Background: an optimization exercise with open tools, aiming at small area, a short achievable clock period and few clock cycles per item. Do not read the settings as production practice. RTL that was checked went through simulation tests only; none was proved equivalent to the original. Function not checked in runs 1, 2, 4 and 5: the RTL went through the layout flow alone. Power figures rest on the tool's default switching activity, not on a simulated workload.

==> flow/design.v <==
package jst_pkg;
  localparam int MaxDepth = 64;
  localparam int DepthW   = $clog2(MaxDepth + 1);
  localparam int CntW     = 24;
  localparam int CpW      = 21;
  localparam logic [3:0] EV_NONE      = 4'd0;
  localparam logic [3:0] EV_OBJ_OPEN  = 4'd1;
  localparam logic [3:0] EV_OBJ_CLOSE = 4'd2;
  localparam logic [3:0] EV_ARR_OPEN  = 4'd3;
  localparam logic [3:0] EV_ARR_CLOSE = 4'd4;
  localparam logic [3:0] EV_STR_CHAR  = 4'd5;
  localparam logic [3:0] EV_STR_END   = 4'd6;
  localparam logic [3:0] EV_KEY_END   = 4'd7;
  localparam logic [3:0] EV_TRUE      = 4'd8;
  localparam logic [3:0] EV_FALSE     = 4'd9;
  localparam logic [3:0] EV_NULL      = 4'd10;
  localparam logic [3:0] EV_NUM_CHAR  = 4'd11;
  localparam logic [3:0] EV_NUM_END   = 4'd12;
  localparam logic CMD_CHAR   = 1'b0;
  localparam logic CMD_FINISH = 1'b1;
endpackage
module jst_core (
  input  logic        clk,
  input  logic        rst,
  input  logic        acc,
  input  logic        take,
  input  logic        pend,
  input  logic        cmd,
  input  logic [7:0]  char_byte,
  output logic        two,
  output logic [3:0]  out_event_res,
  output logic        out_number_is_real,
  output logic        out_in_key,
  output logic [20:0] out_code_point,
  output logic [1:0]  out_status,
  output logic [23:0] out_line_number,
  output logic [23:0] out_column_number
);
  localparam int MaxDepth = jst_pkg::MaxDepth;
  localparam int DepthW   = jst_pkg::DepthW;
  localparam int CntW     = jst_pkg::CntW;
  localparam int CpW      = jst_pkg::CpW;
  localparam logic [4:0] S_VALUE   = 5'd0;
  localparam logic [4:0] S_DONE    = 5'd1;
  localparam logic [4:0] S_ERR     = 5'd2;
  localparam logic [4:0] S_AFTER   = 5'd3;
  localparam logic [4:0] S_KEY     = 5'd4;
  localparam logic [4:0] S_COLON   = 5'd5;
  localparam logic [4:0] S_COMMA   = 5'd6;
  localparam logic [4:0] S_T1      = 5'd7;
  localparam logic [4:0] S_T2      = 5'd8;
  localparam logic [4:0] S_T3      = 5'd9;
  localparam logic [4:0] S_F1      = 5'd10;
  localparam logic [4:0] S_F2      = 5'd11;
  localparam logic [4:0] S_F3      = 5'd12;
  localparam logic [4:0] S_F4      = 5'd13;
  localparam logic [4:0] S_N1      = 5'd14;
  localparam logic [4:0] S_N2      = 5'd15;
  localparam logic [4:0] S_N3      = 5'd16;
  localparam logic [4:0] S_STR     = 5'd17;
  localparam logic [4:0] S_ESC     = 5'd18;
  localparam logic [4:0] S_UHEX    = 5'd19;
  localparam logic [4:0] S_PB      = 5'd20;
  localparam logic [4:0] S_PU      = 5'd21;
  localparam logic [4:0] S_LHEX    = 5'd22;
  localparam logic [4:0] S_SIGN    = 5'd23;
  localparam logic [4:0] S_DOT     = 5'd24;
  localparam logic [4:0] S_EXP     = 5'd25;
  localparam logic [4:0] S_EXPSIGN = 5'd26;
  localparam logic [4:0] S_NUM     = 5'd28;
  localparam logic [4:0] S_ZERO    = 5'd29;
  localparam logic [4:0] S_FRAC    = 5'd30;
  localparam logic [4:0] S_EXPNUM  = 5'd31;
  logic [4:0]        state, state_next;
  logic [DepthW-1:0] depth, depth_next;
  logic              just_opened, just_opened_next;
  logic [1:0]        hex_idx, hex_idx_next;
  logic              str_key, str_key_next;
  logic [MaxDepth-1:0] stk;           
  logic              push, pop, push_kind;
  logic [CntW-1:0]   line, line_next;
  logic [CntW-1:0]   col, col_next;
  logic [CpW-1:0]    cp, cp_next;
  logic [3:0]        ev, ev0;
  logic              real_q, real0;
  logic              close_kind, close_kind0;
  logic [7:0]        b;
  logic              ws, dig, hexv;
  logic [3:0]        hv;
  logic              in_num, num_cont, top_obj, dnz, d1;
  logic [4:0]        vdone;
  localparam logic [CntW-1:0] CntMax = '1;
  assign b       = char_byte;
  assign ws      = b == 8'h20 || b == 8'h09 || b == 8'h0A || b == 8'h0D;
  assign dig     = b >= "0" && b <= "9";
  assign hexv    = dig || (b >= "a" && b <= "f") || (b >= "A" && b <= "F");
  assign hv      = dig ? b[3:0] : b[3:0] + 4'd9;
  assign top_obj = stk[0];
  assign dnz     = depth != '0;
  assign d1      = depth == DepthW'(1);
  assign vdone   = dnz ? S_COMMA : S_DONE;
  assign in_num  = state[4:2] == 3'b111;
  assign num_cont = (state != S_ZERO && dig) ||
                    (b == "." && (state == S_NUM || state == S_ZERO)) ||
                    ((b == "e" || b == "E") && state != S_EXPNUM);
  always_comb begin
    state_next       = state;
    depth_next       = depth;
    just_opened_next = just_opened;
    hex_idx_next     = hex_idx;
    str_key_next     = str_key;
    cp_next          = cp;
    push             = 1'b0;
    pop              = 1'b0;
    push_kind        = 1'b0;
    ev0              = jst_pkg::EV_NONE;
    real0            = 1'b0;
    close_kind0      = 1'b0;
    two              = 1'b0;
    line_next        = line;
    col_next         = col;
    if (cmd == jst_pkg::CMD_FINISH) begin
      if (in_num) begin
        ev0        = jst_pkg::EV_NUM_END;
        real0      = state[1];
        state_next = vdone;
      end
    end else begin
      if (b == 8'h0A) begin
        if (line != CntMax) line_next = line + CntW'(1);
        col_next = '0;
      end else if (col != CntMax) begin
        col_next = col + CntW'(1);
      end
      case (state)
        S_VALUE: begin
          if (!ws) begin
            if (b == "{" || b == "[") begin
              if (depth[DepthW-1]) state_next = S_ERR;
              else begin
                push             = 1'b1;
                push_kind        = b == "{";
                depth_next       = depth + DepthW'(1);
                just_opened_next = 1'b1;
                ev0              = push_kind ? jst_pkg::EV_OBJ_OPEN : jst_pkg::EV_ARR_OPEN;
                state_next       = push_kind ? S_KEY : S_VALUE;
              end
            end else if (b == "t") state_next = S_T1;
            else if (b == "f") state_next = S_F1;
            else if (b == "n") state_next = S_N1;
            else if (b == "\"") begin
              str_key_next = 1'b0;
              state_next   = S_STR;
            end else if (b == "-" || dig) begin
              ev0        = jst_pkg::EV_NUM_CHAR;
              cp_next    = CpW'(b);
              state_next = (b == "-") ? S_SIGN : (b == "0") ? S_ZERO : S_NUM;
            end else if (b == "]" && dnz && !top_obj && just_opened) begin
              ev0        = jst_pkg::EV_ARR_CLOSE;
              pop        = 1'b1;
              state_next = d1 ? S_DONE : S_COMMA;
            end else state_next = S_ERR;
          end
        end
        S_KEY: begin
          if (!ws) begin
            if (b == "\"") begin
              str_key_next = 1'b1;
              state_next   = S_STR;
            end else if (b == "}" && just_opened) begin
              ev0        = jst_pkg::EV_OBJ_CLOSE;
              pop        = 1'b1;
              state_next = d1 ? S_DONE : S_COMMA;
            end else state_next = S_ERR;
          end
        end
        S_COLON: if (!ws) state_next = (b == ":") ? S_VALUE : S_ERR;
        S_T1: state_next = (b == "r") ? S_T2 : S_ERR;
        S_T2: state_next = (b == "u") ? S_T3 : S_ERR;
        S_F1: state_next = (b == "a") ? S_F2 : S_ERR;
        S_F2: state_next = (b == "l") ? S_F3 : S_ERR;
        S_F3: state_next = (b == "s") ? S_F4 : S_ERR;
        S_N1: state_next = (b == "u") ? S_N2 : S_ERR;
        S_N2: state_next = (b == "l") ? S_N3 : S_ERR;
        S_T3, S_F4: begin
          if (b == "e") begin
            ev0        = (state == S_T3) ? jst_pkg::EV_TRUE : jst_pkg::EV_FALSE;
            state_next = vdone;
          end else state_next = S_ERR;
        end
        S_N3: begin
          if (b == "l") begin
            ev0        = jst_pkg::EV_NULL;
            state_next = vdone;
          end else state_next = S_ERR;
        end
        S_STR: begin
          if (b == "\"") begin
            ev0        = str_key ? jst_pkg::EV_KEY_END : jst_pkg::EV_STR_END;
            state_next = str_key ? S_COLON : vdone;
          end else if (b == "\\") state_next = S_ESC;
          else if (b < 8'h20) state_next = S_ERR;
          else begin
            ev0     = jst_pkg::EV_STR_CHAR;
            cp_next = CpW'(b);
          end
        end
        S_ESC: begin
          ev0        = jst_pkg::EV_STR_CHAR;
          state_next = S_STR;
          case (b)
            "\"":    cp_next = CpW'(8'h22);
            "\\":    cp_next = CpW'(8'h5C);
            "/":     cp_next = CpW'(8'h2F);
            "b":     cp_next = CpW'(8'h08);
            "f":     cp_next = CpW'(8'h0C);
            "n":     cp_next = CpW'(8'h0A);
            "r":     cp_next = CpW'(8'h0D);
            "t":     cp_next = CpW'(8'h09);
            "u": begin
              ev0          = jst_pkg::EV_NONE;
              hex_idx_next = '0;
              state_next   = S_UHEX;
            end
            default: begin
              ev0        = jst_pkg::EV_NONE;
              state_next = S_ERR;
            end
          endcase
        end
        S_UHEX: begin
          if (!hexv) state_next = S_ERR;
          else begin
            hex_idx_next = hex_idx + 2'd1;
            cp_next      = {5'd0, cp[11:0], hv};
            if (hex_idx == 2'd3) begin
              if (cp[11:6] == 6'b110110) begin
                cp_next[20:11] = {cp[5:0], hv};
                state_next     = S_PB;
              end else begin
                ev0        = jst_pkg::EV_STR_CHAR;
                state_next = S_STR;
              end
            end
          end
        end
        S_PB: state_next = (b == "\\") ? S_PU : S_ERR;
        S_PU: begin
          if (b == "u") begin
            hex_idx_next = '0;
            state_next   = S_LHEX;
          end else state_next = S_ERR;
        end
        S_LHEX: begin
          if (!hexv) state_next = S_ERR;
          else begin
            hex_idx_next = hex_idx + 2'd1;
            cp_next[9:0] = {cp[5:0], hv};
            if (hex_idx == 2'd0) cp_next[10] = hv != 4'hD;
            if (hex_idx == 2'd1) cp_next[10] = cp[10] || hv[3:2] != 2'b11;
            if (hex_idx == 2'd3) begin
              if (!cp[10]) begin
                ev0            = jst_pkg::EV_STR_CHAR;
                cp_next[20:10] = {1'b0, cp[20:11]} + 11'h040;
                state_next     = S_STR;
              end else state_next = S_ERR;
            end
          end
        end
        S_SIGN, S_DOT, S_EXPSIGN: begin
          if (dig) begin
            ev0        = jst_pkg::EV_NUM_CHAR;
            cp_next    = CpW'(b);
            state_next = (state == S_SIGN) ? ((b == "0") ? S_ZERO : S_NUM) :
                         (state == S_DOT) ? S_FRAC : S_EXPNUM;
          end else state_next = S_ERR;
        end
        S_EXP: begin
          if (dig || b == "-" || b == "+") begin
            ev0        = jst_pkg::EV_NUM_CHAR;
            cp_next    = CpW'(b);
            state_next = dig ? S_EXPNUM : S_EXPSIGN;
          end else state_next = S_ERR;
        end
        S_NUM, S_ZERO, S_FRAC, S_EXPNUM: begin
          if (num_cont) begin
            ev0     = jst_pkg::EV_NUM_CHAR;
            cp_next = CpW'(b);
            if (b == ".") state_next = S_DOT;
            else if (b == "e" || b == "E") state_next = S_EXP;
          end else begin
            ev0   = jst_pkg::EV_NUM_END;
            real0 = state[1];
            if (!dnz) begin
              state_next = ws ? S_DONE : S_AFTER;
            end else if (ws) begin
              state_next = S_COMMA;
            end else if (b == ",") begin
              just_opened_next = 1'b0;
              state_next       = top_obj ? S_KEY : S_VALUE;
            end else if ((b == "}" && top_obj) || (b == "]" && !top_obj)) begin
              two         = 1'b1;
              close_kind0 = top_obj;
              pop         = 1'b1;
              state_next  = d1 ? S_DONE : S_COMMA;
            end else state_next = S_ERR;
          end
        end
        S_DONE: if (!ws) state_next = S_AFTER;
        S_COMMA: begin
          if (ws) begin
          end else if (b == ",") begin
            just_opened_next = 1'b0;
            state_next       = top_obj ? S_KEY : S_VALUE;
          end else if ((b == "}" && top_obj) || (b == "]" && !top_obj)) begin
            ev0        = top_obj ? jst_pkg::EV_OBJ_CLOSE : jst_pkg::EV_ARR_CLOSE;
            pop        = 1'b1;
            state_next = d1 ? S_DONE : S_COMMA;
          end else state_next = S_ERR;
        end
        default: begin
        end
      endcase
      if (pop) depth_next = depth - DepthW'(1);
    end
  end
  always_ff @(posedge clk) begin
    if (rst) begin
      state <= S_VALUE;
      depth <= '0;
      line  <= '0;
      col   <= '0;
    end else if (acc) begin
      state <= state_next;
      depth <= depth_next;
      line  <= line_next;
      col   <= col_next;
    end
  end
  always_ff @(posedge clk) begin
    if (acc) begin
      just_opened <= just_opened_next;
      hex_idx     <= hex_idx_next;
      str_key     <= str_key_next;
      cp          <= cp_next;
      ev          <= ev0;
      real_q      <= real0;
      close_kind  <= close_kind0;
    end else if (take && pend) begin
      ev     <= close_kind ? jst_pkg::EV_OBJ_CLOSE : jst_pkg::EV_ARR_CLOSE;
      real_q <= 1'b0;
    end
  end
  logic sh_push, sh_pop, sh_hold;
  assign sh_push = acc && push;
  assign sh_pop  = acc && pop;
  assign sh_hold = !(sh_push || sh_pop);
  always_ff @(posedge clk) begin
    stk <= ({stk[MaxDepth-2:0], push_kind} & {MaxDepth{sh_push}}) |
           ({1'b0, stk[MaxDepth-1:1]} & {MaxDepth{sh_pop}}) |
           (stk & {MaxDepth{sh_hold}});
  end
  assign out_event_res      = ev;
  assign out_number_is_real = real_q;
  assign out_in_key         = str_key && (ev == jst_pkg::EV_STR_CHAR || ev == jst_pkg::EV_KEY_END);
  assign out_code_point     = (ev == jst_pkg::EV_STR_CHAR || ev == jst_pkg::EV_NUM_CHAR) ? cp : '0;
  assign out_status         = (state[4:2] == 3'b000) ? state[1:0] : 2'd0;
  assign out_line_number    = line;
  assign out_column_number  = col;
endmodule
module jst_queue (
  input  logic clk,
  input  logic rst,
  input  logic in_valid,
  output logic in_ready,
  input  logic out_ready,
  output logic out_valid,
  input  logic two,         
  output logic acc,         
  output logic take,        
  output logic pend         
);
  assign take     = out_valid && out_ready;
  assign in_ready = !out_valid || (out_ready && !pend);
  assign acc      = in_valid && in_ready;
  always_ff @(posedge clk) begin
    if (rst) out_valid <= 1'b0;
    else if (acc) out_valid <= 1'b1;
    else if (take && !pend) out_valid <= 1'b0;
  end
  always_ff @(posedge clk) begin
    if (acc) pend <= two;
    else if (take) pend <= 1'b0;
  end
endmodule
module json_stream_tokenizer_top (
  input  logic        clk,
  input  logic        rst,
  input  logic        in_valid,
  output logic        in_ready,
  input  logic        in_cmd,
  input  logic [7:0]  in_char_byte,
  output logic        out_valid,
  input  logic        out_ready,
  output logic [3:0]  out_event_res,
  output logic        out_number_is_real,
  output logic        out_in_key,
  output logic [20:0] out_code_point,
  output logic [1:0]  out_status,
  output logic [23:0] out_line_number,
  output logic [23:0] out_column_number,
  output logic        out_last_of_run
);
  logic acc, take, pend, two;
  jst_queue u_queue (
    .clk       (clk),
    .rst       (rst),
    .in_valid  (in_valid),
    .in_ready  (in_ready),
    .out_ready (out_ready),
    .out_valid (out_valid),
    .two       (two),
    .acc       (acc),
    .take      (take),
    .pend      (pend)
  );
  jst_core u_core (
    .clk                (clk),
    .rst                (rst),
    .acc                (acc),
    .take               (take),
    .pend               (pend),
    .cmd                (in_cmd),
    .char_byte          (in_char_byte),
    .two                (two),
    .out_event_res      (out_event_res),
    .out_number_is_real (out_number_is_real),
    .out_in_key         (out_in_key),
    .out_code_point     (out_code_point),
    .out_status         (out_status),
    .out_line_number    (out_line_number),
    .out_column_number  (out_column_number)
  );
  assign out_last_of_run = !pend;
endmodule
==> flow/run.sh <==
#!/bin/bash
# synth_recipe.tcl (not shown) runs the flow's synth.tcl, then flattens the netlist and writes it again
# the make line also repeats each setting of config.mk as NAME=value (left out here)
make -C /OpenROAD-flow-scripts/flow DESIGN_CONFIG=/design/flow/config.mk WORK_HOME=/design/flow/orfs CLKGATE_MAP_FILE= SYNTH_SCRIPT=/design/flow/synth_recipe.tcl finish
==> flow/config.mk <==
export PLATFORM = sky130hd
export DESIGN_NAME = json_stream_tokenizer_top
export DESIGN_NICKNAME = json_stream_tokenizer_top
export VERILOG_FILES = /design/flow/design.v
export SDC_FILE = /design/flow/constraint.sdc
export NUM_CORES = 4
export LEC_CHECK = 0
export CAP_MARGIN = 20
export CORE_MARGIN = 2
export CORE_UTILIZATION = 40
export SETUP_SLACK_MARGIN = 2.0
export SLEW_MARGIN = 20
==> flow/constraint.sdc <==
create_clock -name core_clock -period 6.0 [get_ports {clk}]
set_input_delay 1.2000 -clock core_clock [delete_from_list [all_inputs] [get_ports {clk}]]
set_output_delay 1.2000 -clock core_clock [all_outputs]
set_load 0.01 [all_outputs]
==> out/summary.txt, run 1 <==
Status = no timing/DRC/antenna violations
Fin crit share = 0.648
Total Routing Usage GR = 0.221
Storage element area = 3460 µm²
Area of the multi-input gates = 5200 µm²
Startpoint Class = input pin
Post-Syn Area = 9250 µm²
Seq/Total Area, Yosys = 0.374
Total wire length = 27.4 mm
Main combinational cell family by area after synthesis = simple AND/OR/NAND/NOR gates
CTS max path bufs = 2
F_max = 257 MHz
Clock latency on the worst-skew pair = 0.43 ns
Area Overhead vs Synth = 19.8%
Synth Area in Compound Gates = 0.229
RSZ-0062 raised after global routing = true
Core area = 22600 µm²
Final Hold Viols = 0
CTS tree = built
Power Density = 214 nW/µm²
Max_slew headroom = 0.351
Synth warn = 2
Setup TNS = 0 ns
Synth Flop Type = dfxtp_1
Netlist cell types = 87
Syn_area_per_cell = 8.33 µm²
# DRC = 0
Syn nets = 1137
FFs w/ async S/R, synth = 0
Worst EP required = 6.31 ns
Detailed-route vias per instance = 6.11
Multiplexer share of the synthesized area = 0.00325
Final #Nets = 1192
First-pass GRT wire length = 43.1 mm
Simple-gate share of the synthesized area = 0.257
Post-synth EDFFs = 32
Die X = 156 µm
Hold Crit Class = flip-flop to flip-flop
Syn Inst Count = 1110
Detailed-route via count = 8949
Detailed placement HPWL = 19.2 mm
Sink Count = 157
Synth Area in Adders = 0.0189
Max_cap viols = 0
R2R setup slack = 2.63 ns
CP Data Arrival Time = 4.20 ns
Family with the most delay on the worst path = simple AND/OR/NAND/NOR gates
Clock-pin slew on the worst setup and hold paths = 0.07 ns
CP Class = input pin to flip-flop
Initial Utilization = 0.409
P_leak = 4.31 nW
Slew Limit Fails = 0
WL per Instance = 18.7 µm
CP max FO = 9
Total CTS buffers = 17
Die Y-Extent = 156 µm
Worst Max-Slew Pin Slew = 0.970 ns
Tmin final = 3.89 ns
Site row count = 55
Setup violations, final = 0
Layout cell share with drive strength beyond 1 = 0.0806
Synthesis-stage register bit count = 157
Antenna viol nets, final = 0
CP Capture Type = flip-flop
Port bufs = 92
Die area = 24400 µm²
Layout Utilization = 0.490
Max stage delay on crit path = 0.65 ns
Xor and xnor area share after synthesis = 0.0417
Number of I/O pins = 93
DR iter-0 viols = 999
Count of TritonRoute iterations in the first routing pass = 9
Crit path buffers/inverters = 1
Crit-path cells = clkdlybuf4s50_1 > ha_2 > and2b_1 > and4_1 > nand4_1 > nor4_4 > or3b_2 > xnor2_1 > nor2_1
Max Clock Skew = 0.0155 ns
Grt total ovfl = 0
H-tree depth = 4
Critical-path top delay cell = clkdlybuf4s50_1
Clock root cell = clkbuf_16
Vias in the first global route = 8036
Initial antenna violation count = 4
Gp weighted congestion = 0.987
Largest net degree at the start of global routing = 66
Max VDD drop = 0.174 mV
Filler cell count = 2178
[final cells by class]
cell class	count	area share
diodes	2	0.000452
clock buffers	18	0.0396
clock inverters	14	0.0150
inverters	90	0.0305
multi-input cells	785	0.469
flip-flops and latches	157	0.312
well taps	285	0.0322
repair buffers	114	0.100
[cell families (layout without fill, tap and decap cells)]
logic type,after synthesis,in the layout
mux,3,3
other cells,0,2
buf+inv,169,236
fa+ha+maj,14,14
xor+xnor,44,44
flops,157,157
simple gates,443,443
compound gates,280,281
[worst reg2reg max path, cell delays in order (launching register included)]
cell      delay [ns]
dfxtp_1         0.52
buf_4           0.31
nor2_1          0.38
nand2_1         0.38
o32ai_2         0.40
a22o_2          0.36
o21ai_4         0.17
buf_6           0.29
a222oi_1        0.38
inv_1           0.07
[worst paths after layout]
| path | from | endpoint | depth (start not counted) |
|---|---|---|---|
| hold reg to reg | u_core.stk[63]$_DFF_P_ | u_core.stk[63]$_DFF_P_ | 2 |
| setup reg to reg | u_core.state[4]$_SDFFE_PP0P_ | u_core.stk[25]$_DFF_P_ | 9 |
| hold / removal | u_core.stk[63]$_DFF_P_ | u_core.stk[63]$_DFF_P_ | 2 |
| setup / recovery | in_char_byte[1] | u_core.line[22]$_SDFFE_PP0P_ | 9 |
[through the flow]
step	setup slack, ns	hold slack [ns]	cell area [µm²]	power, W	cells
detailed placement	1.05	0.474	10300	0.00128	1426
CTS	2.00	0.490	11000	0.00240	1462
finish	2.11	0.485	11100	0.00238	1465
floorplan	2.05	0.446	9250	0.00122	1110
global placement	1.06	0.459	10300	0.00128	1426
global route	2.00	0.513	11100	0.00246	1463
[cell usage in the layout (no fill, tap or decap), types with 7 or more instances in the layout]
master	count
nand2_1	89
nor4_1	18
a222oi_1	63
or3_1	18
xnor2_1	25
nand4_1	22
o2111ai_1	7
nor2b_1	8
buf_4	19
nor3b_1	7
nand2b_1	12
clkbuf_16	17
o211ai_1	9
xor2_1	19
and4_1	7
nand3_1	46
and2_1	12
a211oi_1	13
edfxtp_1	32
inv_1	90
a21oi_1	51
nor2_1	90
ha_1	11
o21ai_0	40
clkdlybuf4s50_1	85
a31oi_1	19
dfxtp_1	125
nor3_1	28
and3_1	33
[routing by layer]
layer | up-vias | track usage | wire [µm]
met3 | 61 | 0.0561 | 2170
li1 | 4282 | - | -
met5 | - | 0.00621 | 29
met1 | 4238 | 0.303 | 12400
met4 | 4 | 0.0878 | 838
met2 | 364 | 0.331 | 12000
[where the power goes]
group          total [W]  internal [W]  switching (W)
combinational   0.000181     0.0000637       0.000117
clock            0.00111      0.000610       0.000498
sequential       0.00109       0.00108     0.00000688
[cell usage after synthesis, drive strengths merged (22+ instances only)]
| cell type | count | area share |
|---|---|---|
| clkbuf | 48 | 0.020 |
| nor3 | 34 | 0.021 |
| a222oi | 63 | 0.068 |
| a21oi | 51 | 0.028 |
| edfxtp | 32 | 0.10 |
| dfxtp | 125 | 0.27 |
| nand2 | 89 | 0.036 |
| nand3 | 46 | 0.025 |
| and3 | 34 | 0.023 |
| inv | 90 | 0.037 |
| nor2 | 94 | 0.038 |
| o21ai | 46 | 0.026 |
| nand4 | 22 | 0.015 |
| xnor2 | 25 | 0.024 |
| buf | 31 | 0.019 |
[state kept, by name, indices dropped and copies added (netlist names)]
signal / cells
u_core.state: 5
u_core.hex_idx: 2
u_core.stk: 64
u_core.str_key: 1
u_queue.out_valid: 1
u_core.close_kind: 1
u_queue.pend: 1
u_core.real_q: 1
u_core.ev: 4
u_core.cp: 21
u_core.col: 24
u_core.depth: 7
u_core.line: 24
u_core.just_opened: 1
[timing repair]
item	4_1_cts	5_1_grt
pin swaps	3	1
setup buffers	4	0
hold buffers	0	0
resized for setup	14	20
cloned	0	1
setup endpoints to repair	101	92
==> inputs of run 2 (changes only) <==
--- a/flow/config.mk
+++ b/flow/config.mk
@@ -9,4 +9,4 @@
 export CORE_MARGIN = 2
 export CORE_UTILIZATION = 40
-export SETUP_SLACK_MARGIN = 2.0
+export SETUP_SLACK_MARGIN = 3.0
 export SLEW_MARGIN = 20
==> run 2 against run 1 <==
Against the previous run:
- still clean on timing, DRC and antenna
- flip-flop and latch count stayed put
- clock skew is 0.0058 ns lower
- synthesized cell count did not move
- clock-buffer cell count grew 1
- wire length grew 10%
- global-route usage is 2.0 points higher
- largest cell class unchanged
- largest power group unchanged
==> out/summary.txt, run 2 <==
Clock-pin slew on the worst setup and hold paths = 0.07 ns (about the same)
Final #Nets = 1253 (was 1192)
Port bufs = 92 (unchanged)
Core area = 22600 µm² (unchanged)
Detailed placement HPWL = 20.3 mm (was 19.2 mm)
Xor and xnor area share after synthesis = 0.0417 (unchanged)
Sink Count = 157 (unchanged)
Met1 Use GR = 0.324 (was 0.303)
Largest regs = u_core.stk x64, u_core.col x24, u_core.line x24 (unchanged)
Area Overhead vs Synth = 30.4% (was 19.8%)
Met3 GRT Util = 0.0442 (was 0.0561)
H-tree depth = 4 (unchanged)
Total wire length = 30.2 mm (was 27.4 mm)
Hold Crit Class = flip-flop to flip-flop (unchanged)
Synth Flop Type = dfxtp_1 (unchanged)
Synth Area in Compound Gates = 0.229 (unchanged)
Seq/Total Area, Yosys = 0.374 (unchanged)
Clock latency on the worst-skew pair = 0.44 ns (was 0.43 ns)
Slew Limit Fails = 0 (unchanged)
Crit-path cells = buf_8 > buf_6 > and2b_2 > o2111ai_4 > and2_4 > a31oi_4 > nor4_2 > nand4_1 > buf_6 > a21oi_4 > buf_6 (was clkdlybuf4s50_1 > ha_2 > and2b_1 > and4_1 > nand4_1 > nor4_4 > or3b_2 > xnor2_1 > nor2_1)
RR Startpoint = u_core.depth[0]$_SDFFE_PP0P_ (was u_core.state[4]$_SDFFE_PP0P_)
Largest Register = u_core.stk (unchanged)
Total Routing Usage GR = 0.241 (was 0.221)
Syn Inst Count = 1110 (unchanged)
Crit path buffers/inverters = 4 (was 1)
Count of TritonRoute iterations in the first routing pass = 10 (was 9)
CP Capture Type = flip-flop (unchanged)
Status = no timing/DRC/antenna violations (unchanged)
Vias in the first global route = 8404 (was 8036)
CTS tree = built (unchanged)
Hold_sp = u_core.stk[62]$_DFF_P_ (was u_core.stk[63]$_DFF_P_)
Simple-gate share of the synthesized area = 0.257 (unchanged)
Critical-path top delay cell = nor4_2 (was clkdlybuf4s50_1)
Syn_area_per_cell = 8.33 µm² (unchanged)
Power Density = 200 nW/µm² (was 214 nW/µm²)
Most common cell after layout, fill and taps aside = dfxtp_1 (unchanged)
Antenna diodes = 0 (was 2)
Final Hold Viols = 0 (unchanged)
Hold endpoint = u_core.stk[63]$_DFF_P_ (unchanged)
Setup TNS = 0 ns (unchanged)
Detailed-route via count = 9341 (was 8949)
Inst Count DP = 1426 (unchanged)
WL per Instance = 19.8 µm (was 18.7 µm)
Main combinational cell family by area after synthesis = simple AND/OR/NAND/NOR gates (unchanged)
# DRC = 0 (unchanged)
Total CTS buffers = 17 (unchanged)
Yosys top cell area share = 0.271 (unchanged)
Die area = 24400 µm² (unchanged)
Max_slew headroom = 0.339 (was 0.351)
Grt total ovfl = 0 (unchanged)
Die X = 156 µm (unchanged)
Synth Area in Adders = 0.0189 (unchanged)
P_leak = 4.77 nW (was 4.31 nW)
Layout Utilization = 0.533 (was 0.490)
Worst EP required = 6.15 ns (was 6.31 ns)
R2R cell count = 9 (unchanged)
Most frequent cells in the layout = dfxtp_1 (125), nand2_1 (87), inv_1 (87), nor2_1 (85) (was dfxtp_1 (125), inv_1 (90), nor2_1 (90), nand2_1 (89), clkdlybuf4s50_1 (85))
Reg2reg end = u_core.state[1]$_SDFFE_PP0P_ (was u_core.stk[25]$_DFF_P_)
Max_cap viols = 0 (unchanged)
Commonest cells in the netlist = dfxtp_1 (125), nor2_1 (94), inv_1 (90) (unchanged)
Family with the most delay on the worst path = simple AND/OR/NAND/NOR gates (unchanged)
CTS max path bufs = 2 (unchanged)
Startpoint Class = input pin (unchanged)
Antenna viol nets, final = 0 (unchanged)
Synth warn = 2 (unchanged)
Syn nets = 1137 (unchanged)
R2R setup slack = 3.22 ns (was 2.63 ns)
Fin crit share = 0.513 (was 0.648)
Dominant cells by area after synthesis = dfxtp_1 (27%), edfxtp_1 (10%), a222oi_1 (6.8%) (unchanged)
First-pass GRT wire length = 46.5 mm (was 43.1 mm)
Layout cell share with drive strength beyond 1 = 0.195 (was 0.0806)
Site row count = 55 (unchanged)
CP max FO = 21 (was 9)
Detailed-route vias per instance = 6.13 (was 6.11)
Largest net degree at the start of global routing = 68 (was 66)
RSZ-0062 raised after global routing = true (unchanged)
CP Data Arrival Time = 3.23 ns (was 4.20 ns)
Number of I/O pins = 93 (unchanged)
Max VDD drop = 0.180 mV (was 0.174 mV)
FFs w/ async S/R, synth = 0 (unchanged)
Final cell count without fillers = 1524 (was 1465)
Yosys top cell by area = dfxtp_1 (unchanged)
DR iter-0 viols = 1311 (was 999)
Met2 Use GR = 0.375 (was 0.331)
Tmin final = 3.08 ns (was 3.89 ns)
Netlist cell types = 87 (unchanged)
CP dominant cell by count = buf_6
Max stage delay on crit path = 0.31 ns (was 0.65 ns)
F_max = 325 MHz (was 257 MHz)
GR peak layer = met2 (unchanged)
Hold depth = 2 (unchanged)
Post-Syn Area = 9250 µm² (unchanged)
Max Clock Skew = 0.00980 ns (was 0.0155 ns)
Worst Max-Slew Pin Slew = 0.988 ns (was 0.970 ns)
# hold bufs at CTS = 0 (unchanged)
Cell with the most instances after synthesis = dfxtp_1 (unchanged)
Clock root cell = clkbuf_16 (unchanged)
Post-synth EDFFs = 32 (unchanged)
Die Y-Extent = 156 µm (unchanged)
Initial antenna violation count = 0 (was 4)
Gp weighted congestion = 0.983 (was 0.987)
Setup violations, final = 0 (unchanged)
CP Class = input pin to flip-flop (unchanged)
Initial Utilization = 0.409 (unchanged)
Multiplexer share of the synthesized area = 0.00325 (unchanged)
Max FFs per register = 64 (unchanged)
Synthesis-stage register bit count = 157 (unchanged)
-- run 2: worst min-delay path, delay by kind of cell, from the launching register on --
kind	cells	cell delay, ns
compound gates	1	0.07
flops	1	0.32
simple gates	1	0.05
-- run 2: cell type report --
class / count / area [µm²]
tap: 285 / 357
sequential: 157 / 3460
fill: 2111 / 10600
clock inverter: 13 / 146
inverter: 90 / 348
timing repair buffer: 176 / 1650
clock buffer: 19 / 443
multi-input combinational: 784 / 5650
-- run 2: cell families after synthesis --
| logic type | count (synthesis) |
|---|---|
| buf+inv | 169 |
| compound gates | 280 |
| simple gates | 443 |
| xor+xnor | 44 |
| flops | 157 |
| mux | 3 |
| fa+ha+maj | 14 |
-- run 2: how the worst max path moves through the flow --
stage                                           from                           end  depth (start not counted)
after floorplan                      in_char_byte[0]  u_core.line[22]$_SDFFE_PP0P_                         11
after global placement               in_char_byte[1]  u_core.state[0]$_SDFFE_PP0P_                         10
after detailed placement             in_char_byte[1]  u_core.state[0]$_SDFFE_PP0P_                         10
after CTS                 u_core.ev[3]$_SDFFCE_PN0P_            out_code_point[19]                          7
after global routing                 in_char_byte[0]  u_core.line[22]$_SDFFE_PP0P_                         10
final                                in_char_byte[2]        u_core.cp[5]$_DFFE_PP_                         11
-- run 2: repair_timing --
action,in CTS,in global routing
buffers inserted,36,25
pin swaps,21,25
gates cloned,3,2
gates resized for setup,141,80
endpoints found under the setup margin,191,142
-- run 2: per-stage QoR --
stage	instance area, µm²	setup slack [ns]	power, W	hold WS, ns
after floorplan	9580	2.70	0.00123	0.445
after global placement	10500	1.32	0.00130	0.472
after detailed placement	10500	1.37	0.00129	0.480
after CTS	11600	2.88	0.00241	0.490
after global routing	12100	2.87	0.00249	0.521
final	12100	2.92	0.00241	0.489
-- run 2: power by group --
group / internal (W) / switching (W)
Combinational: 0.0000926 / 0.000140
Sequential: 0.00108 / 0.00000613
Clock: 0.000601 / 0.000494
-- run 2: layer usage --
metal | vias to the layer above | part of all wire
li1 | 4396 | -
met1 | 4402 | 0.43
met2 | 453 | 0.46
met3 | 90 | 0.070
met4 | 0 | 0.039
met5 | - | 0
==> inputs of run 3 (changes only) <==
--- a/flow/design.v
+++ b/flow/design.v
@@ -347,4 +347,6 @@
       real_q      <= real0;
       close_kind  <= close_kind0;
+      if (push) stk <= {stk[MaxDepth-2:0], push_kind};
+      else if (pop) stk <= {1'b0, stk[MaxDepth-1:1]};
     end else if (take && pend) begin
       ev     <= close_kind ? jst_pkg::EV_OBJ_CLOSE : jst_pkg::EV_ARR_CLOSE;
@@ -352,13 +354,4 @@
     end
   end
-  logic sh_push, sh_pop, sh_hold;
-  assign sh_push = acc && push;
-  assign sh_pop  = acc && pop;
-  assign sh_hold = !(sh_push || sh_pop);
-  always_ff @(posedge clk) begin
-    stk <= ({stk[MaxDepth-2:0], push_kind} & {MaxDepth{sh_push}}) |
-           ({1'b0, stk[MaxDepth-1:1]} & {MaxDepth{sh_pop}}) |
-           (stk & {MaxDepth{sh_hold}});
-  end
   assign out_event_res      = ev;
   assign out_number_is_real = real_q;
--- a/flow/config.mk
+++ b/flow/config.mk
@@ -9,4 +9,3 @@
 export CORE_MARGIN = 2
 export CORE_UTILIZATION = 40
-export SETUP_SLACK_MARGIN = 3.0
 export SLEW_MARGIN = 20
==> run 3 against run 2 <==
Against the previous run:
- sequential share of layout area rose by 7.0 points
- core utilization fell by 5.6 points
- hold slack improved by 0.019 ns
- largest cell class unchanged
==> out/summary.txt, run 3 <==
F_max = 215 MHz (was 325 MHz)
Core area = 24100 µm² (was 22600 µm²)
Largest net degree at the start of global routing = 69 (was 68)
CP max FO = 12 (was 21)
Gp weighted congestion = 1.01 (was 0.983)
Port bufs = 92 (unchanged)
Synth Flop Type = edfxtp_1 (was dfxtp_1)
Final #Nets = 1137 (was 1253)
Syn_area_per_cell = 9.30 µm² (was 8.33 µm²)
Critical-path top delay cell = clkdlybuf4s50_1 (was nor4_2)
Commonest cells in the netlist = edfxtp_1 (96), nor2_1 (93), nand2_1 (86) (was dfxtp_1 (125), nor2_1 (94), inv_1 (90))
Filler cell count = 2350 (was 2111)
Hold Crit Class = flip-flop to flip-flop (unchanged)
Detailed-route vias per instance = 5.92 (was 6.13)
Seq/Total Area, Yosys = 0.421 (was 0.374)
Initial Utilization = 0.404 (was 0.409)
Largest Register = u_core.stk (unchanged)
Antenna viol nets, final = 0 (unchanged)
Area Overhead vs Synth = 18.0% (was 30.4%)
Setup violations, final = 0 (unchanged)
Count of TritonRoute iterations in the first routing pass = 7 (was 10)
Reg2reg end = u_core.depth[1]$_SDFFE_PP0P_ (was u_core.state[1]$_SDFFE_PP0P_)
Initial antenna violation count = 0 (unchanged)
Hold_sp = u_core.line[11]$_SDFFE_PP0P_ (was u_core.stk[62]$_DFF_P_)
Grt total ovfl = 0 (unchanged)
RR Startpoint = u_core.state[1]$_SDFFE_PP0P_ (was u_core.depth[0]$_SDFFE_PP0P_)
# hold bufs at CTS = 0 (unchanged)
Die Y-Extent = 160 µm (was 156 µm)
Met2 Use GR = 0.298 (was 0.375)
Total chip power = 0.00244 W (was 0.00241 W)
Max Clock Skew = 0.0122 ns (was 0.00980 ns)
GR peak layer = met1 (was met2)
Inst Count DP = 1415 (was 1426)
Yosys top cell area share = 0.296 (was 0.271)
Most common cell after layout, fill and taps aside = edfxtp_1 (was dfxtp_1)
FFs w/ async S/R, synth = 0 (unchanged)
Total Routing Usage GR = 0.209 (was 0.241)
Final Cell Area = 11500 µm² (was 12100 µm²)
Netlist cell types = 88 (was 87)
R2R setup slack = 2.24 ns (was 3.22 ns)
Number of I/O pins = 93 (unchanged)
CTS tree = built (unchanged)
Post-Syn Area = 9740 µm² (was 9250 µm²)
Detailed placement HPWL = 18.9 mm (was 20.3 mm)
Syn Inst Count = 1048 (was 1110)
Max FFs per register = 64 (unchanged)
Final cell count without fillers = 1447 (was 1524)
Clock-pin slew on the worst setup and hold paths = 0.07 ns (about the same)
Worst EP required = 6.08 ns (was 6.15 ns)
Die area = 25600 µm² (was 24400 µm²)
Antenna diodes = 0 (unchanged)
Fin crit share = 0.775 (was 0.513)
WL per Instance = 18.6 µm (was 19.8 µm)
Hold endpoint = u_core.line[11]$_SDFFE_PP0P_ (was u_core.stk[63]$_DFF_P_)
Met3 GRT Util = 0.0519 (was 0.0442)
Max stage delay on crit path = 0.62 ns (was 0.31 ns)
Hold depth = 2 (unchanged)
Placed Area = 10900 µm² (was 10500 µm²)
RSZ-0062 raised after global routing = false (was true)
Sink Count = 157 (unchanged)
Yosys top cell by area = edfxtp_1 (was dfxtp_1)
Status = no timing/DRC/antenna violations (unchanged)
DR iter-0 viols = 803 (was 1311)
Clock latency on the worst-skew pair = 0.43 ns (was 0.44 ns)
First-pass GRT wire length = 43.4 mm (was 46.5 mm)
Detailed-route via count = 8563 (was 9341)
R2R cell count = 8 (was 9)
Layout cell share with drive strength beyond 1 = 0.111 (was 0.195)
Synth warn = 2 (unchanged)
Most frequent cells in the layout = edfxtp_1 (96), nor2_1 (92), clkdlybuf4s50_1 (92), nand2_1 (86), dfxtp_1 (61) (was dfxtp_1 (125), nand2_1 (87), inv_1 (87), nor2_1 (85))
Worst Max-Slew Pin Slew = 0.997 ns (was 0.988 ns)
Tmin final = 4.65 ns (was 3.08 ns)
CP Class = input pin to flip-flop (unchanged)
Synthesis-stage register bit count = 157 (unchanged)
Total CTS buffers = 17 (unchanged)
# DRC = 0 (unchanged)
Startpoint Class = input pin (unchanged)
P_leak = 3.74 nW (was 4.77 nW)
Site row count = 57 (was 55)
CTS max path bufs = 2 (unchanged)
Slew Limit Fails = 0 (unchanged)
Setup bufs post-CTS = 0 (was 36)
Power Density = 213 nW/µm² (was 200 nW/µm²)
Area of the multi-input gates = 5220 µm² (was 5650 µm²)
Final Hold Viols = 0 (unchanged)
Die X = 160 µm (was 156 µm)
CP Data Arrival Time = 4.73 ns (was 3.23 ns)
Syn nets = 1075 (was 1137)
Vias in the first global route = 7983 (was 8404)
Max_cap viols = 0 (unchanged)
Max VDD drop = 0.172 mV (was 0.180 mV)
Crit-path cells = clkdlybuf4s50_1 > inv_1 > ha_1 > or3b_1 > nor3_1 > or3_1 > o32ai_1 > nor2_1 > and4_1 > o21a_1 (was buf_8 > buf_6 > and2b_2 > o2111ai_4 > and2_4 > a31oi_4 > nor4_2 > nand4_1 > buf_6 > a21oi_4 > buf_6)
CP Capture Type = flip-flop (unchanged)
PostCTS Resize Cnt = 0 (was 141)
Clock root cell = clkbuf_16 (unchanged)
Dominant cells by area after synthesis = edfxtp_1 (30%), dfxtp_1 (13%), mux2_2 (6.8%) (was dfxtp_1 (27%), edfxtp_1 (10%), a222oi_1 (6.8%))
Storage element area = 4100 µm² (was 3460 µm²)
Total wire length = 26.9 mm (was 30.2 mm)
Max_slew headroom = 0.330 (was 0.339)
Post-synth EDFFs = 96 (was 32)
Largest regs = u_core.stk x64, u_core.col x24, u_core.line x24 (unchanged)
Setup TNS = 0 ns (unchanged)
Cell with the most instances after synthesis = edfxtp_1 (was dfxtp_1)
Met1 Use GR = 0.300 (was 0.324)
H-tree depth = 4 (unchanged)
## run 3: how the worst max path moves through the flow
stage,slack [ns],end,depth (start not counted),start
final,1.35,u_core.cp[15]$_DFFE_PP_,10,in_char_byte[0]
after global routing,1.14,u_core.depth[1]$_SDFFE_PP0P_,11,in_char_byte[1]
after CTS,1.43,u_core.cp[18]$_DFFE_PP_,10,in_char_byte[0]
after detailed placement,0.98,u_core.cp[20]$_DFFE_PP_,10,in_char_byte[0]
after global placement,1.05,u_core.cp[20]$_DFFE_PP_,10,in_char_byte[0]
after floorplan,0.96,u_core.depth[4]$_SDFFE_PP0P_,10,in_char_byte[1]
## run 3: cell families (layout without fill, tap and decap cells)
logic type | count (synthesis) | count (layout) | share of synthesized area
simple gates | 440 | 440 | 0.245
compound gates | 234 | 234 | 0.163
flops | 157 | 157 | 0.421
buf+inv | 101 | 176 | 0.0447
mux | 68 | 68 | 0.0780
xor+xnor | 34 | 34 | 0.0306
fa+ha+maj | 14 | 14 | 0.0180
## run 3: routing by layer
layer	up-vias	share of wire
met4	0	0.032
met2	430	0.41
li1	4061	-
met3	84	0.090
met1	3988	0.47
met5	-	0
## run 3: area by class of cell
type	count	share of cell area
Inverter	35	0.0114
Sequential cell	157	0.357
Tap cell	324	0.0353
Multi-Input combinational cell	790	0.454
Timing Repair Buffer	109	0.0912
Clock buffer	17	0.0370
Clock inverter	15	0.0144
## run 3: critical path: cells and delay by family
kind,cells,cell delay [ns]
and+or+nand+nor,5,1.72
AOI/OAI and AO/OA,2,0.57
adders and majority gates,1,0.37
buffers and inverters,2,0.86
## run 3: metrics by stage
step / setup slack (ns) / hold slack, ns / utilization
final: 1.35 / 0.509 / 0.477
after global routing: 1.14 / 0.535 / 0.477
after CTS: 1.43 / 0.511 / 0.477
after detailed placement: 0.976 / 0.498 / 0.452
after global placement: 1.05 / 0.490 / 0.452
after floorplan: 0.964 / 0.501 / -
## run 3: where the power goes
group	switching (W)	total [W]	leakage (nW)	internal (W)
clock network	0.000524	0.00108	0.287	0.000560
registers	0.0000148	0.00116	1.33	0.00114
logic	0.000127	0.000201	2.12	0.0000736
Testbench counts of run 3, summed over its fixed seeds: cycles 48,360, bytes 48,352.
==> inputs of run 4 (changes only) <==
--- a/flow/design.v
+++ b/flow/design.v
@@ -85,4 +85,6 @@
   logic              real_q, real0;
   logic              close_kind, close_kind0;
+  logic [1:0]        status_q;
+  logic              key_q, cpen_q;
   logic [7:0]        b;
   logic              ws, dig, hexv;
@@ -347,6 +349,7 @@
       real_q      <= real0;
       close_kind  <= close_kind0;
-      if (push) stk <= {stk[MaxDepth-2:0], push_kind};
-      else if (pop) stk <= {1'b0, stk[MaxDepth-1:1]};
+      status_q    <= (state_next[4:2] == 3'b000) ? state_next[1:0] : 2'd0;
+      key_q       <= str_key_next && (ev0 == jst_pkg::EV_STR_CHAR || ev0 == jst_pkg::EV_KEY_END);
+      cpen_q      <= ev0 == jst_pkg::EV_STR_CHAR || ev0 == jst_pkg::EV_NUM_CHAR;
     end else if (take && pend) begin
       ev     <= close_kind ? jst_pkg::EV_OBJ_CLOSE : jst_pkg::EV_ARR_CLOSE;
@@ -354,9 +357,18 @@
     end
   end
+  logic sh_push, sh_pop, sh_hold;
+  assign sh_push = acc && push;
+  assign sh_pop  = acc && pop;
+  assign sh_hold = !(sh_push || sh_pop);
+  always_ff @(posedge clk) begin
+    stk <= ({stk[MaxDepth-2:0], push_kind} & {MaxDepth{sh_push}}) |
+           ({1'b0, stk[MaxDepth-1:1]} & {MaxDepth{sh_pop}}) |
+           (stk & {MaxDepth{sh_hold}});
+  end
   assign out_event_res      = ev;
   assign out_number_is_real = real_q;
-  assign out_in_key         = str_key && (ev == jst_pkg::EV_STR_CHAR || ev == jst_pkg::EV_KEY_END);
-  assign out_code_point     = (ev == jst_pkg::EV_STR_CHAR || ev == jst_pkg::EV_NUM_CHAR) ? cp : '0;
-  assign out_status         = (state[4:2] == 3'b000) ? state[1:0] : 2'd0;
+  assign out_in_key         = key_q;
+  assign out_code_point     = cp & {CpW{cpen_q}};
+  assign out_status         = status_q;
   assign out_line_number    = line;
   assign out_column_number  = col;
==> flow/flow/run.sh (new file) <==
#!/bin/bash
# Standard layout, with the port buffers inserted as buf_2 cells instead of the
# delay-buffer cell that buffer_ports picks by default.
set -euo pipefail
export BUFFER_PORTS_ARGS="-buffer_cell sky130_fd_sc_hd__buf_2"
bash standard.sh finish > standard_finish.log 2>&1
==> flow/standard.sh (new file) <==
#!/bin/bash
# synth_recipe.tcl (not shown) runs the flow's synth.tcl, then flattens the netlist and writes it again
# the make line also repeats each setting of config.mk as NAME=value (left out here)
make -C /OpenROAD-flow-scripts/flow DESIGN_CONFIG=/design/flow/config.mk WORK_HOME=/design/flow/orfs CLKGATE_MAP_FILE= SYNTH_SCRIPT=/design/flow/synth_recipe.tcl "${@:-finish}"
--- a/flow/config.mk
+++ b/flow/config.mk
@@ -9,3 +9,4 @@
 export CORE_MARGIN = 2
 export CORE_UTILIZATION = 40
+export SETUP_SLACK_MARGIN = 3.0
 export SLEW_MARGIN = 20
removed: flow/run.sh
==> run 4 against run 3 <==
Against the previous run:
- still clean
- critical endpoint is now u_core.cp[20]$_DFFE_PP_
- fmax grew 40%
- critical path depth is 3 higher
- via count grew 12%
- largest cell class unchanged
- first-iteration DRC count up 100%
- worst setup slack gained 1.3 ns
- total power is 6.5% higher
- non-clock buffer count rose by 74
- global-route usage up 2.8 points
- die area is 3.1% lower
==> out/summary.txt, run 4 <==
Synth warn = 2 (unchanged)
Total Routing Usage GR = 0.238 (was 0.209)
Grt total ovfl = 0 (unchanged)
Most frequent cells in the layout = dfxtp_1 (124), nor2_1 (112), inv_1 (87), nand2_1 (85), buf_2 (84) (was edfxtp_1 (96), nor2_1 (92), clkdlybuf4s50_1 (92), nand2_1 (86), dfxtp_1 (61))
CP dominant cell by count = buf_12
H-tree depth = 4 (unchanged)
Met2 routed WL = 14.4 mm (was 11.1 mm)
Layout cell share with drive strength beyond 1 = 0.272 (was 0.111)
Sequential share of power = 0.439 (was 0.474)
Fin crit share = 0.556 (was 0.775)
Final Hold Viols = 0 (unchanged)
Max_cap viols = 0 (unchanged)
Final cell count without fillers = 1593 (was 1447)
Clock-pin slew on the worst setup and hold paths = 0.08 ns (was 0.07 ns)
Largest regs = u_core.stk x64, u_core.col x24, u_core.line x24 (unchanged)
Detailed placement HPWL = 18.8 mm (was 18.9 mm)
Total wire length = 30.9 mm (was 26.9 mm)
# DRC = 0 (unchanged)
Clock share of power = 0.436 (was 0.443)
Die area = 24800 µm² (was 25600 µm²)
CTS max path bufs = 2 (unchanged)
Gp weighted congestion = 1.01 (about the same)
Site row count = 56 (was 57)
Antenna viol nets, final = 0 (unchanged)
Synth Flop Type = dfxtp_1 (was edfxtp_1)
Number of I/O pins = 93 (unchanged)
R2R setup slack = 3.01 ns (was 2.24 ns)
Metal-1 WL = 12.6 mm (was 12.5 mm)
Worst EP required = 6.17 ns (was 6.08 ns)
Hold_sp = u_core.stk[63]$_DFF_P_ (was u_core.line[11]$_SDFFE_PP0P_)
Detailed-route vias per instance = 6.04 (was 5.92)
Sink Count = 161 (was 157)
Antenna diodes = 0 (unchanged)
RR Startpoint = u_core.state[1]$_SDFFE_PP0P_ (unchanged)
Syn_area_per_cell = 8.40 µm² (was 9.30 µm²)
Reg2reg end = u_core.stk[51]$_DFF_P_ (was u_core.depth[1]$_SDFFE_PP0P_)
FFs w/ async S/R, synth = 0 (unchanged)
Max_slew headroom = 0.249 (was 0.330)
Hold Crit Class = flip-flop to flip-flop (unchanged)
Tmin final = 3.33 ns (was 4.65 ns)
Max VDD drop = 0.178 mV (was 0.172 mV)
Highest Signal Layer = met4 (unchanged)
Most common cell after layout, fill and taps aside = dfxtp_1 (was edfxtp_1)
Clock latency on the worst-skew pair = 0.45 ns (was 0.43 ns)
Vias in the first global route = 8660 (was 7983)
Die X = 158 µm (was 160 µm)
Status = no timing/DRC/antenna violations (unchanged)
Worst Max-Slew Pin Slew = 1.12 ns (was 0.997 ns)
Seq/Total Area, Yosys = 0.380 (was 0.421)
CP max FO = 5 (was 12)
CTS tree = built (unchanged)
Cell with the most instances after synthesis = dfxtp_1 (was edfxtp_1)
Post-Syn Area = 9430 µm² (was 9740 µm²)
Hold depth = 2 (unchanged)
Filler cell count = 2123 (was 2350)
First-pass GRT wire length = 46.8 mm (was 43.4 mm)
Commonest cells in the netlist = dfxtp_1 (125), nor2_1 (118), nand2_1 (94) (was edfxtp_1 (96), nor2_1 (93), nand2_1 (86))
Pint = 0.00182 W (was 0.00178 W)
Total CTS buffers = 17 (unchanged)
P_leak = 5.06 nW (was 3.74 nW)
Combinational fraction of design power = 0.125 (was 0.082)
Largest Register = u_core.stk (unchanged)
Count of TritonRoute iterations in the first routing pass = 11 (was 7)
Post-synth EDFFs = 36 (was 96)
F_max = 300 MHz (was 215 MHz)
Detailed-route via count = 9629 (was 8563)
Syn nets = 1150 (was 1075)
Clock root cell = clkbuf_16 (unchanged)
Die Y-Extent = 158 µm (was 160 µm)
Yosys top cell by area = dfxtp_1 (was edfxtp_1)
Sw Ratio = 0.300 (was 0.273)
Setup TNS = 0 ns (unchanged)
Hold endpoint = u_core.stk[62]$_DFF_P_ (was u_core.line[11]$_SDFFE_PP0P_)
Initial antenna violation count = 0 (unchanged)
CP Class = input pin to flip-flop (unchanged)
Crit path buffers/inverters = 5 (was 2)
# hold bufs at CTS = 0 (unchanged)
Dominant cells by area after synthesis = dfxtp_1 (27%), edfxtp_1 (11%), a222oi_1 (6.6%) (was edfxtp_1 (30%), dfxtp_1 (13%), mux2_2 (6.8%))
Max FFs per register = 64 (unchanged)
CP Data Arrival Time = 3.50 ns (was 4.73 ns)
Max Clock Skew = 0.0186 ns (was 0.0122 ns)
Max stage delay on crit path = 0.41 ns (was 0.62 ns)
Crit-path cells = buf_12 > inv_16 > ha_4 > inv_2 > or4_4 > a221o_1 > nand2_2 > o22a_1 > nand4b_1 > nor3_4 > a21boi_4 > buf_6 > buf_12 (was clkdlybuf4s50_1 > inv_1 > ha_1 > or3b_1 > nor3_1 > or3_1 > o32ai_1 > nor2_1 > and4_1 > o21a_1)
Family with the most delay on the worst path = simple AND/OR/NAND/NOR gates (unchanged)
Syn Inst Count = 1123 (was 1048)
Port bufs = 92 (unchanged)
R2R cell count = 9 (was 8)
CP Capture Type = flip-flop (unchanged)
Psw = 0.000780 W (was 0.000666 W)
Initial Utilization = 0.404 (about the same)
Netlist cell types = 94 (was 88)
Setup violations, final = 0 (unchanged)
Inst Count DP = 1468 (was 1415)
RSZ-0062 raised after global routing = true (was false)
Final #Nets = 1288 (was 1137)
Met3 routed WL = 2.43 mm (about the same)
Hold Worst Slack = 0.484 ns (was 0.509 ns)
DR iter-0 viols = 1612 (was 803)
Startpoint Class = input pin (unchanged)
Area Overhead vs Synth = 31.8% (was 18.0%)
Critical-path top delay cell = or4_4 (was clkdlybuf4s50_1)
Slew Limit Fails = 0 (unchanged)
Largest net degree at the start of global routing = 66 (was 69)
Synthesis-stage register bit count = 161 (was 157)
WL per Instance = 19.4 µm (was 18.6 µm)
Power Density = 210 nW/µm² (was 213 nW/µm²)
Core area = 23300 µm² (was 24100 µm²)
Yosys top cell area share = 0.265 (was 0.296)
==> run 4: worst max-delay path by stage <==
stage | from | to | slack (ns) | depth (start not counted)
2_1_floorplan | in_char_byte[0] | u_core.cp[11]$_DFFE_PP_ | 2.07 | 11
3_3_place_gp | in_char_byte[0] | u_core.cp[19]$_DFFE_PP_ | 1.33 | 11
3_5_place_dp | in_char_byte[0] | u_core.stk[45]$_DFF_P_ | 1.29 | 10
4_1_cts | in_char_byte[0] | u_core.cp[11]$_DFFE_PP_ | 2.76 | 13
5_1_grt | in_char_byte[0] | u_core.cp[12]$_DFFE_PP_ | 2.63 | 15
6_report | in_char_byte[0] | u_core.cp[20]$_DFFE_PP_ | 2.67 | 13
==> run 4: repair_timing <==
action	in CTS	in global routing
pin swaps	37	31
gates resized for setup	102	61
setup buffers	49	26
endpoints found under the setup margin	154	135
gates cloned	6	12
==> run 4: cells by family (layout without fill, tap and decap cells) <==
group | Yosys count | count (layout) | synth area share
DFF | 161 | 161 | 0.380
AOI/OAI and AO/OA | 261 | 261 | 0.215
and+or+nand+nor | 459 | 471 | 0.255
xor gates and xnor gates | 53 | 53 | 0.0492
muxes | 7 | 7 | 0.00783
adders and majority gates | 14 | 14 | 0.0186
buffers and inverters | 168 | 307 | 0.0750
==> run 4: worst reg2reg max path: cells and delay by family, from the launching register on <==
kind	cells	cell delay, ns
flip-flops	1	0.67
AND/OR/NAND/NOR	3	1.03
buffers and inverters	3	0.45
AO/OA/AOI/OAI	3	0.72
==> run 4: area by class of cell <==
type,instances,area (µm²),area share
Tap cell,319,399,0.0321
Clock inverter,15,189,0.0152
Inverter,92,367,0.0295
Sequential cell,161,3580,0.289
Multi-Input combinational cell,806,5950,0.479
Clock buffer,17,425,0.0342
Timing Repair Buffer,183,1510,0.121
==> run 4: power groups by stage <==
stage	Combinational, W	Sequential [W]	Clock (W)
6_report	0.000325	0.00114	0.00114
3_5_place_dp	0.000233	0.00117	0
5_1_grt	0.000343	0.00115	0.00120
2_1_floorplan	0.000173	0.00116	0
4_1_cts	0.000296	0.00114	0.00115
3_3_place_gp	0.000236	0.00117	0
==> run 4: per-layer routing <==
metal,GRT usage,up-vias
li1,-,4436
met1,0.305,4584
met2,0.371,494
met3,0.0548,115
met4,0.126,0
met5,0,-
==> run 4: through the flow <==
stage / utilization / instance area (µm²) / power, W / worst slack (ns)
detailed placement: 0.437 / 10200 / 0.00140 / 1.29
global route: 0.532 / 12400 / 0.00269 / 2.63
finish: 0.532 / 12400 / 0.00260 / 2.67
global placement: 0.437 / 10200 / 0.00140 / 1.33
CTS: 0.504 / 11800 / 0.00259 / 2.76
floorplan: - / 9700 / 0.00133 / 2.07
==> inputs of run 5 (changes only) <==
--- a/flow/design.v
+++ b/flow/design.v
@@ -375,25 +375,58 @@
 endmodule
 module jst_queue (
-  input  logic clk,
-  input  logic rst,
-  input  logic in_valid,
-  output logic in_ready,
-  input  logic out_ready,
-  output logic out_valid,
-  input  logic two,         
-  output logic acc,         
-  output logic take,        
-  output logic pend         
+  input  logic       clk,
+  input  logic       rst,
+  input  logic       in_valid,
+  output logic       in_ready,
+  input  logic       in_cmd,
+  input  logic [7:0] in_char_byte,
+  input  logic       out_ready,
+  output logic       out_valid,
+  input  logic       two,         
+  output logic       go,          
+  output logic       cmd,         
+  output logic [7:0] char_byte,
+  output logic       pend         
 );
+  logic       a_v, b_v;
+  logic       b_cmd;
+  logic [7:0] b_byte;
+  logic       take, in_acc, a_free;
   assign take     = out_valid && out_ready;
-  assign in_ready = !out_valid || (out_ready && !pend);
-  assign acc      = in_valid && in_ready;
+  assign go       = a_v && (!out_valid || (out_ready && !pend));
+  assign in_ready = !b_v;
+  assign in_acc   = in_valid && !b_v;
+  assign a_free   = go || !a_v;
+  always_ff @(posedge clk) begin
+    if (rst) begin
+      a_v <= 1'b0;
+      b_v <= 1'b0;
+    end else if (a_free) begin
+      a_v <= b_v || in_acc;
+      b_v <= 1'b0;
+    end else if (in_acc) begin
+      b_v <= 1'b1;
+    end
+  end
+  always_ff @(posedge clk) begin
+    if (a_free && b_v) begin
+      cmd       <= b_cmd;
+      char_byte <= b_byte;
+    end else if (a_free && in_acc) begin
+      cmd       <= in_cmd;
+      char_byte <= in_char_byte;
+    end
+    if (!a_free && in_acc) begin
+      b_cmd  <= in_cmd;
+      b_byte <= in_char_byte;
+    end
+  end
   always_ff @(posedge clk) begin
     if (rst) out_valid <= 1'b0;
-    else if (acc) out_valid <= 1'b1;
+    else if (go) out_valid <= 1'b1;
     else if (take && !pend) out_valid <= 1'b0;
   end
   always_ff @(posedge clk) begin
-    if (acc) pend <= two;
+    if (go) pend <= two;
     else if (take) pend <= 1'b0;
   end
@@ -417,5 +450,8 @@
   output logic        out_last_of_run
 );
-  logic acc, take, pend, two;
+  logic       go, take, pend, two;
+  logic       cmd;
+  logic [7:0] char_byte;
+  assign take = out_valid && out_ready;
   jst_queue u_queue (
     .clk       (clk),
@@ -423,9 +459,12 @@
     .in_valid  (in_valid),
     .in_ready  (in_ready),
+    .in_cmd    (in_cmd),
+    .in_char_byte (in_char_byte),
     .out_ready (out_ready),
     .out_valid (out_valid),
     .two       (two),
-    .acc       (acc),
-    .take      (take),
+    .go        (go),
+    .cmd       (cmd),
+    .char_byte (char_byte),
     .pend      (pend)
   );
@@ -433,9 +472,9 @@
     .clk                (clk),
     .rst                (rst),
-    .acc                (acc),
+    .acc                (go),
     .take               (take),
     .pend               (pend),
-    .cmd                (in_cmd),
-    .char_byte          (in_char_byte),
+    .cmd                (cmd),
+    .char_byte          (char_byte),
     .two                (two),
     .out_event_res      (out_event_res),
--- a/flow/config.mk
+++ b/flow/config.mk
@@ -9,4 +9,4 @@
 export CORE_MARGIN = 2
 export CORE_UTILIZATION = 40
-export SETUP_SLACK_MARGIN = 3.0
+export SETUP_SLACK_MARGIN = 3.5
 export SLEW_MARGIN = 20
==> run 5 against run 4 <==
Against the previous run:
- still clean on timing, DRC and antenna
- global-route usage is 1.1 points higher
- clock-buffer cell count grew 2
- total power rose by 6.0%
- wire length increased by 16%
- clock skew shrank 0.00062 ns
- critical path depth down 2
- flip-flop and latch count rose by 20
- fmax is 14% higher
- area after synthesis rose by 11%
- combinational power up 2%
- register-to-register slack improved by 0.07 ns
- clock power about the same
==> out/summary.txt, run 5 <==
Antenna diodes = 0 (unchanged)
Crit path buffers/inverters = 2 (was 5)
P_leak = 5.72 nW (was 5.06 nW)
Max Clock Skew = 0.0180 ns (was 0.0186 ns)
Total Routing Usage GR = 0.249 (was 0.238)
Total wire length = 35.7 mm (was 30.9 mm)
Max FFs per register = 64 (unchanged)
Max_cap viols = 0 (unchanged)
Worst Max-Slew Pin Slew = 0.970 ns (was 1.12 ns)
Die Y-Extent = 165 µm (was 158 µm)
Count of TritonRoute iterations in the first routing pass = 6 (was 11)
Area Overhead vs Synth = 41.3% (was 31.8%)
Family with the most delay on the worst path = compound AO/OA/AOI/OAI gates (was simple AND/OR/NAND/NOR gates)
WL per Instance = 20.1 µm (was 19.4 µm)
Number of I/O pins = 93 (unchanged)
Detailed placement HPWL = 21.5 mm (was 18.8 mm)
Setup violations, final = 0 (unchanged)
Fin crit share = 0.487 (was 0.556)
Die X = 165 µm (was 158 µm)
Syn nets = 1274 (was 1150)
DP Worst Slack = 2.31 ns (was 1.29 ns)
Detailed-route via count = 10700 (was 9629)
Psw = 0.000773 W (was 0.000780 W)
Clock latency on the worst-skew pair = 0.44 ns (was 0.45 ns)
Vias in the first global route = 9820 (was 8660)
Pint = 0.00199 W (was 0.00182 W)
Post-Syn Area = 10400 µm² (was 9430 µm²)
Hold Crit Class = flip-flop to flip-flop (unchanged)
Startpoint Class = flip-flop (was input pin)
CP Data Arrival Time = 3.17 ns (was 3.50 ns)
Clock root cell = clkbuf_16 (unchanged)
Worst EP required = 6.25 ns (was 6.17 ns)
Max stage delay on crit path = 0.48 ns (was 0.41 ns)
Hold Worst Slack = 0.471 ns (was 0.484 ns)
Combinational fraction of design power = 0.120 (was 0.125)
RSZ-0062 raised after global routing = true (unchanged)
Sequential share of power = 0.469 (was 0.439)
DR iter-0 viols = 1038 (was 1612)
Total chip power = 0.00276 W (was 0.00260 W)
Clock share of power = 0.412 (was 0.436)
Commonest cells in the netlist = nand2_1 (220), dfxtp_1 (127), nor2_1 (107) (was dfxtp_1 (125), nor2_1 (118), nand2_1 (94))
Yosys top cell by area = dfxtp_1 (unchanged)
# hold bufs at CTS = 0 (unchanged)
Seq/Total Area, Yosys = 0.400 (was 0.380)
Post-synth EDFFs = 54 (was 36)
Largest net degree at the start of global routing = 39 (was 66)
Site row count = 59 (was 56)
Port bufs = 92 (unchanged)
Dominant cells by area after synthesis = dfxtp_1 (24%), edfxtp_1 (16%), nand2_1 (7.9%) (was dfxtp_1 (27%), edfxtp_1 (11%), a222oi_1 (6.6%))
Yosys top cell area share = 0.244 (was 0.265)
Grt total ovfl = 0 (unchanged)
Crit-path cells = buf_4 > buf_4 > ha_4 > nor2b_1 > a21oi_1 > nor4_4 > o221ai_4 > o31a_1 > and4_4 > nand3_1 > a21oi_1 (was buf_12 > inv_16 > ha_4 > inv_2 > or4_4 > a221o_1 > nand2_2 > o22a_1 > nand4b_1 > nor3_4 > a21boi_4 > buf_6 > buf_12)
Most frequent cells in the layout = nand2_1 (158), dfxtp_1 (126), nor2_1 (95), buf_2 (92), buf_4 (90) (was dfxtp_1 (124), nor2_1 (112), inv_1 (87), nand2_1 (85), buf_2 (84))
Final worst setup slack = 3.08 ns (was 2.67 ns)
Filler cell count = 2224 (was 2123)
Die area = 27400 µm² (was 24800 µm²)
CTS max path bufs = 2 (unchanged)
Final Hold Viols = 0 (unchanged)
Syn Inst Count = 1247 (was 1123)
Final #Nets = 1457 (was 1288)
Largest Register = u_core.stk (unchanged)
Tmin final = 2.92 ns (was 3.33 ns)
Status = no timing/DRC/antenna violations (unchanged)
H-tree depth = 4 (unchanged)
CP Class = flip-flop to flip-flop (was input pin to flip-flop)
Total CTS buffers = 17 (unchanged)
Critical-path top delay cell = edfxtp_1 (was or4_4)
Gp weighted congestion = 1.05 (was 1.01)
Detailed-route vias per instance = 6.02 (was 6.04)
Core area = 25800 µm² (was 23300 µm²)
Initial Utilization = 0.403 (was 0.404)
CP Capture Type = flip-flop (unchanged)
Synth Flop Type = dfxtp_1 (unchanged)
Antenna viol nets, final = 0 (unchanged)
Sw Ratio = 0.280 (was 0.300)
CTS tree = built (unchanged)
Layout Utilization = 0.570 (was 0.532)
Largest regs = u_core.stk x64, u_core.col x24, u_core.line x24 (unchanged)
Slew Limit Fails = 0 (unchanged)
Synth warn = 2 (unchanged)
Layout cell share with drive strength beyond 1 = 0.390 (was 0.272)
Initial antenna violation count = 0 (unchanged)
F_max = 342 MHz (was 300 MHz)
Syn_area_per_cell = 8.36 µm² (was 8.40 µm²)
Clock-pin slew on the worst setup and hold paths = 0.08 ns (about the same)
CP max FO = 9 (was 5)
Sink Count = 181 (was 161)
First-pass GRT wire length = 53.6 mm (was 46.8 mm)
Power Density = 187 nW/µm² (was 210 nW/µm²)
Netlist cell types = 97 (was 94)
Most common cell after layout, fill and taps aside = nand2_1 (was dfxtp_1)
# DRC = 0 (unchanged)
Max_slew headroom = 0.353 (was 0.249)
Max VDD drop = 0.169 mV (was 0.178 mV)
FFs w/ async S/R, synth = 0 (unchanged)
Cell with the most instances after synthesis = nand2_1 (was dfxtp_1)
Setup TNS = 0 ns (unchanged)
Synthesis-stage register bit count = 181 (was 161)
[run 5: cell types whose count changed after synthesis, moves of 11 or more]
cell | previous run | this run
nand2_1 | 94 | 220
inv_1 | 90 | 27
a222oi_1 | 62 | 0
a22oi_1 | 6 | 67
a21oi_1 | 43 | 62
edfxtp_1 | 36 | 54
and3_1 | 11 | 28
o21ai_0 | 37 | 49
nor2_1 | 118 | 107
[run 5: power by group through the flow]
| stage | combinational (W) | sequential [W] | clock, W |
|---|---|---|---|
| 6_report | 0.000330 | 0.00129 | 0.00114 |
| 5_1_grt | 0.000348 | 0.00129 | 0.00120 |
| 4_1_cts | 0.000292 | 0.00129 | 0.00115 |
| 3_3_place_gp | 0.000217 | 0.00133 | 0 |
| 3_5_place_dp | 0.000215 | 0.00133 | 0 |
| 2_1_floorplan | 0.000169 | 0.00131 | 0 |
[run 5: worst paths after layout]
path | start | slack [ns] | endpoint | cells past startpoint
max | u_queue.char_byte[1]$_DFFE_PP_ | 3.08 | u_core.cpen_q$_DFFE_PP_ | 11
min | u_core.stk[56]$_DFF_P_ | 0.47 | u_core.stk[56]$_DFF_P_ | 2
max reg2reg | u_queue.char_byte[1]$_DFFE_PP_ | 3.08 | u_core.cpen_q$_DFFE_PP_ | 11
min reg2reg | u_core.stk[56]$_DFF_P_ | 0.47 | u_core.stk[56]$_DFF_P_ | 2
[run 5: worst register-to-register path, cell delays in order (launching register included)]
cell and delay, ns:
edfxtp_1 0.48, buf_4 0.18, buf_4 0.13, ha_4 0.19, nor2b_1 0.16, a21oi_1 0.22, nor4_4 0.09, o221ai_4 0.26
o31a_1 0.36, and4_4 0.31, nand3_1 0.10, a21oi_1 0.25
[run 5: through the flow]
step / cells / cell area, µm²
floorplan: 1247 / 10900
global placement: 1606 / 11400
detailed placement: 1606 / 11400
CTS: 1736 / 13500
global route: 1778 / 14700
finish: 1778 / 14700
[run 5: repair_timing]
item	CTS	global route
resized for setup	123	175
setup buffers	89	30
endpoints found under the setup margin	189	170
pin swaps	48	71
cloned	9	12
[run 5: kinds of logic after synthesis]
family | Yosys count | synth area share
and+or+nand+nor | 587 | 0.286
buffers and inverters | 107 | 0.0453
DFF | 181 | 0.400
muxes | 11 | 0.0116
AOI/OAI and AO/OA | 300 | 0.201
xor gates and xnor gates | 47 | 0.0395
adders and majority gates | 14 | 0.0168
[run 5: area by class of cell]
class / count / area, µm² / share of cell area
flip-flops and latches: 181 / 4170 / 0.283
inverters: 28 / 115 / 0.00782
clock inverters: 13 / 129 / 0.00875
clock buffers: 19 / 454 / 0.0308
repair buffers: 241 / 2190 / 0.149
well taps: 335 / 419 / 0.0285
multi-input cells: 961 / 7250 / 0.492
[run 5: layer usage]
layer / global-route usage / wire (µm)
met5: 0 / 0
met4: 0.112 / 1570
met3: 0.0644 / 3030
met2: 0.384 / 16000
met1: 0.327 / 15200
